From an optimization exercise on the open Yosys and OpenROAD flow, aimed at small area; shortcuts taken in it are not production practice. Function was checked by simulation only, so behaviour that the tests miss may differ from the original. Power is estimated from default activity; no workload was simulated.

==> flow/design.v <==
`default_nettype none
package lcm_pkg;
	typedef logic [133:0] flit_t;
	typedef logic [1:0]   tag_t;
	typedef logic [47:0]  mac_t;
	typedef logic [47:0]  time_t;
	typedef logic [63:0]  cnt_t;
	typedef logic [5:0]   qcnt_t;
	typedef logic [31:0]  tbpara_t;
	localparam tag_t TAG_HEAD = 2'b01;
	localparam tag_t TAG_MID  = 2'b11;
	localparam tag_t TAG_TAIL = 2'b10;
	localparam logic [15:0] ETH_TYPE_SYNC = 16'h88f7;
	localparam logic [3:0]  MSG_REPORT    = 4'he;
	localparam logic [3:0]  MSG_UPDATE    = 4'hf;
	localparam mac_t        CNC_MAC       = 48'h0102_0304_0506;
	localparam int REPORT_PERIOD_BITS = 20;
	localparam int REPORT_FLITS       = 6;
	localparam int FIFO_DEPTH         = 8;
	localparam int OUT_CREDITS        = 4;
	localparam logic    CFG_DIRECTION_RST  = 1'b0;
	localparam tbpara_t CFG_TBPARA_RST     = 32'h0000_0000;
	localparam mac_t    CFG_DIRECT_MAC_RST = 48'h0000_0000_0000;
	function automatic logic [1:0] flit_tag(input logic [133:0] f);
		flit_tag = f[133:132];
	endfunction
	function automatic logic [133:0] make_flit(input logic [1:0] tag, input logic [127:0] payload);
		make_flit = {tag, 4'h0, payload};
	endfunction
endpackage
`default_nettype wire
`timescale 1ns/1ps
`default_nettype none
module lcm_top (
	input  wire                   clk,
	input  wire                   rst_n,
	input  wire lcm_pkg::flit_t   in_flit,
	input  wire                   in_flit_wr,
	output wire                   in_credit,
	output wire lcm_pkg::flit_t   out_flit,
	output wire                   out_flit_wr,
	input  wire                   out_credit,
	input  wire lcm_pkg::time_t   precision_time,
	input  wire lcm_pkg::mac_t    local_mac,
	input  wire lcm_pkg::cnt_t    esw_pktin_cnt,
	input  wire lcm_pkg::cnt_t    esw_pktout_cnt,
	input  wire lcm_pkg::qcnt_t   eos_q0_used_cnt,
	input  wire lcm_pkg::qcnt_t   eos_q1_used_cnt,
	input  wire lcm_pkg::qcnt_t   eos_q2_used_cnt,
	input  wire lcm_pkg::qcnt_t   eos_q3_used_cnt,
	input  wire lcm_pkg::cnt_t    goe_pktin_cnt,
	input  wire lcm_pkg::cnt_t    goe_discard_cnt,
	output logic                  cfg_direction,
	output lcm_pkg::tbpara_t      cfg_tbpara,
	output lcm_pkg::mac_t         cfg_direct_mac
);
	localparam int DEPTH = lcm_pkg::FIFO_DEPTH;
	localparam int TAP = 0;
	lcm_pkg::flit_t ring [DEPTH];
	logic [2:0] wpos;
	logic [2:0] rpos;
	logic [3:0] count;
	logic valid;
	logic at_tap;
	logic pop;
	lcm_pkg::flit_t tap;
	assign valid = (count != '0);
	assign at_tap = (rpos == 3'(TAP));
	assign tap = ring[TAP];
	for (genvar p = 0; p < DEPTH; p++) begin : g_slot
		localparam int Q = (p + DEPTH - 1) % DEPTH;
		lcm_pkg::flit_t prev_val;
		lcm_pkg::flit_t next_val;
		assign prev_val = (Q % 2 == 1) ? ~ring[Q] : ring[Q];
		assign next_val = (in_flit_wr && wpos == 3'(p)) ? in_flit : prev_val;
		always_ff @(posedge clk) begin
			ring[p] <= (p % 2 == 1) ? ~next_val : next_val;
		end
	end
	always_ff @(posedge clk or negedge rst_n) begin
		if (!rst_n) begin
			wpos <= 3'd1;
			rpos <= '0;
			count <= '0;
		end else begin
			if (!in_flit_wr) begin
				wpos <= wpos + 1'b1;
			end
			if (!pop) begin
				rpos <= rpos + 1'b1;
			end
			case ({in_flit_wr, pop})
				2'b10: count <= count + 1'b1;
				2'b01: count <= count - 1'b1;
				default: count <= count;
			endcase
		end
	end
	assign in_credit = pop;
	logic prev_nz;
	logic low_nz;
	logic rollover;
	logic owed;
	logic [2:0] rep_idx;
	logic [47:lcm_pkg::REPORT_PERIOD_BITS] ts;
	logic in_pkt;
	logic rep_on;
	logic [2:0] credit_cnt;
	logic credit_ok;
	logic rep_send;
	logic fwd;
	assign low_nz = |precision_time[lcm_pkg::REPORT_PERIOD_BITS-1:0];
	assign rollover = prev_nz && !low_nz;
	assign rep_on = owed && !in_pkt;
	assign credit_ok = (credit_cnt != '0);
	assign rep_send = rep_on && credit_ok;
	always_ff @(posedge clk or negedge rst_n) begin
		if (!rst_n) begin
			prev_nz <= 1'b0;
		end else begin
			prev_nz <= low_nz;
		end
	end
	always_ff @(posedge clk) begin
		if (rollover) begin
			ts <= precision_time[47:lcm_pkg::REPORT_PERIOD_BITS];
		end
	end
	always_ff @(posedge clk or negedge rst_n) begin
		if (!rst_n) begin
			owed <= 1'b0;
			rep_idx <= '0;
		end else begin
			if (rollover) begin
				owed <= 1'b1;
			end else if (rep_send && rep_idx == 3'd5) begin
				owed <= 1'b0;
			end
			if (rep_send) begin
				rep_idx <= (rep_idx == 3'd5) ? 3'd0 : rep_idx + 1'b1;
			end
		end
	end
	lcm_pkg::flit_t rf [lcm_pkg::REPORT_FLITS];
	lcm_pkg::flit_t bus;
	always_comb begin
		rf[0] = lcm_pkg::make_flit(lcm_pkg::TAG_HEAD, {lcm_pkg::CNC_MAC, local_mac,
			lcm_pkg::ETH_TYPE_SYNC, 4'h0, lcm_pkg::MSG_REPORT, 8'h00});
		rf[1] = lcm_pkg::make_flit(lcm_pkg::TAG_MID, {ts, 100'h0});
		rf[2] = lcm_pkg::make_flit(lcm_pkg::TAG_MID, {cfg_direct_mac, cfg_direction,
			15'h0, cfg_tbpara, 32'h0});
		rf[3] = lcm_pkg::make_flit(lcm_pkg::TAG_MID, {esw_pktin_cnt, esw_pktout_cnt});
		rf[4] = lcm_pkg::make_flit(lcm_pkg::TAG_MID, {eos_q0_used_cnt, eos_q1_used_cnt,
			eos_q2_used_cnt, eos_q3_used_cnt, 104'h0});
		rf[5] = lcm_pkg::make_flit(lcm_pkg::TAG_TAIL, {goe_pktin_cnt, goe_discard_cnt});
		bus = {$bits(bus){!rep_on}} & tap;
		for (int k = 0; k < lcm_pkg::REPORT_FLITS; k++) begin
			bus = bus | ({$bits(bus){rep_on && rep_idx == k}} & rf[k]);
		end
	end
	assign out_flit = bus;
	logic is_upd_head;
	logic drop_act;
	logic cfg_next;
	logic drop;
	assign is_upd_head = (lcm_pkg::flit_tag(tap) == lcm_pkg::TAG_HEAD) &&
		(tap[127:80] == local_mac) &&
		(tap[31:16] == lcm_pkg::ETH_TYPE_SYNC) &&
		(tap[11:8] == lcm_pkg::MSG_UPDATE);
	assign drop = valid && at_tap && (drop_act || is_upd_head);
	assign fwd = valid && at_tap && !rep_on && !(drop_act || is_upd_head) && credit_ok;
	assign pop = drop || fwd;
	assign out_flit_wr = fwd || rep_send;
	always_ff @(posedge clk or negedge rst_n) begin
		if (!rst_n) begin
			drop_act <= 1'b0;
			cfg_next <= 1'b0;
			in_pkt <= 1'b0;
		end else begin
			if (drop) begin
				drop_act <= tap[132];
				cfg_next <= !drop_act;
			end
			if (fwd) begin
				in_pkt <= tap[132];
			end
		end
	end
	always_ff @(posedge clk or negedge rst_n) begin
		if (!rst_n) begin
			cfg_direction <= lcm_pkg::CFG_DIRECTION_RST;
			cfg_tbpara <= lcm_pkg::CFG_TBPARA_RST;
			cfg_direct_mac <= lcm_pkg::CFG_DIRECT_MAC_RST;
		end else if (drop && cfg_next) begin
			cfg_direction <= tap[79];
			cfg_tbpara <= tap[63:32];
			cfg_direct_mac <= tap[127:80];
		end
	end
	always_ff @(posedge clk or negedge rst_n) begin
		if (!rst_n) begin
			credit_cnt <= 3'(lcm_pkg::OUT_CREDITS);
		end else begin
			case ({out_flit_wr, out_credit})
				2'b10: credit_cnt <= credit_cnt - 1'b1;
				2'b01: credit_cnt <= credit_cnt + 1'b1;
				default: credit_cnt <= credit_cnt;
			endcase
		end
	end
endmodule
`default_nettype wire
clock: 10.0 ns
lec_check: 0
cap_margin: 20
core_margin: 2
core_utilization: 65
place_density: 0.72
slew_margin: 20
standard.sh (not shown) runs the stock make flow with config.mk's settings and CLKGATE_MAP_FILE= SYNTH_SCRIPT=/design/flow/synth_recipe.tcl, a recipe that flattens the netlist after the stock synthesis.
==> flow/flow/run.sh <==
#!/bin/bash
# Standard ORFS layout (the standard.sh, standard synthesis unchanged) with two changes:
#  - port buffers are the smallest buffer, sky130_fd_sc_hd__buf_1
#  - the clock tree uses clkbuf_4 with small sink clusters and no dummy loads
# make's full output goes to standard.log; ORFS keeps each step's log under orfs/logs.
set -euo pipefail
export BUFFER_PORTS_ARGS="-buffer_cell sky130_fd_sc_hd__buf_1"
export CTS_ARGS="-sink_clustering_enable -repair_clock_nets -dont_use_dummy_load -buf_list sky130_fd_sc_hd__clkbuf_4 -sink_clustering_size 8 -sink_clustering_max_diameter 45"
bash standard.sh > standard.log 2>&1
Then changed:
--- a/flow/design.v
+++ b/flow/design.v
@@ -185,19 +185,29 @@
 				in_pkt <= tap[132];
 			end
 		end
 	end
-	always_ff @(posedge clk or negedge rst_n) begin
-		if (!rst_n) begin
-			cfg_direction <= lcm_pkg::CFG_DIRECTION_RST;
-			cfg_tbpara <= lcm_pkg::CFG_TBPARA_RST;
-			cfg_direct_mac <= lcm_pkg::CFG_DIRECT_MAC_RST;
+	logic cfg_set;
+	logic cfg_dir_q;
+	lcm_pkg::tbpara_t cfg_tb_q;
+	lcm_pkg::mac_t cfg_mac_q;
+	always_ff @(posedge clk or negedge rst_n) begin
+		if (!rst_n) begin
+			cfg_set <= 1'b0;
 		end else if (drop && cfg_next) begin
-			cfg_direction <= tap[79];
-			cfg_tbpara <= tap[63:32];
-			cfg_direct_mac <= tap[127:80];
-		end
-	end
+			cfg_set <= 1'b1;
+		end
+	end
+	always_ff @(posedge clk) begin
+		if (drop && cfg_next) begin
+			cfg_dir_q <= tap[79];
+			cfg_tb_q <= tap[63:32];
+			cfg_mac_q <= tap[127:80];
+		end
+	end
+	assign cfg_direction = cfg_set & cfg_dir_q;
+	assign cfg_tbpara = {$bits(cfg_tbpara){cfg_set}} & cfg_tb_q;
+	assign cfg_direct_mac = {$bits(cfg_direct_mac){cfg_set}} & cfg_mac_q;
 	always_ff @(posedge clk or negedge rst_n) begin
 		if (!rst_n) begin
 			credit_cnt <= 3'(lcm_pkg::OUT_CREDITS);
 		end else begin
=>
- routed wire length climbs by about 4%
- non-clock buffer count climbs by 5
- total power drops by about 3.6%
- maximum frequency drops by 6.9%
- final area drops by 0.71%
- global-route usage climbs by 1.5 points

[separate check: timing with driven ports]
In the flow no input, the clock included, has a driving cell. The finished layouts below were timed again as built, in two steps.
Step 1 assumes that a clkbuf_16 drives the clock port and a buf_2 every other input.
Step 2, shift: input delay + t, output delay - t, t = (earliest + latest rising clock arrival at the registers) / 2. This alone moves slack from input paths to output paths.
a / b / c = ideal ports / drivers / drivers and shift; a / b = the first two.
run | t, ns | setup WS [ns] | hold WS [ns] | clock arrival spread, ns | worst data-port slew with drivers (ns)
the first run | 1.052 | 3.590 / 3.563 / 3.563 | 0.369 / 0.369 / 0.369 | 0.100 / 0.100 | 0.16
the second run | 1.079 | 3.113 / 3.048 / 3.421 | 0.355 / 0.355 / 0.355 | 0.092 / 0.093 | 0.20
After both steps setup and hold are still met in every run listed. The setup slack of the first run, which loses most, moves by -0.027 ns with the drivers and by -0.027 ns with both steps.
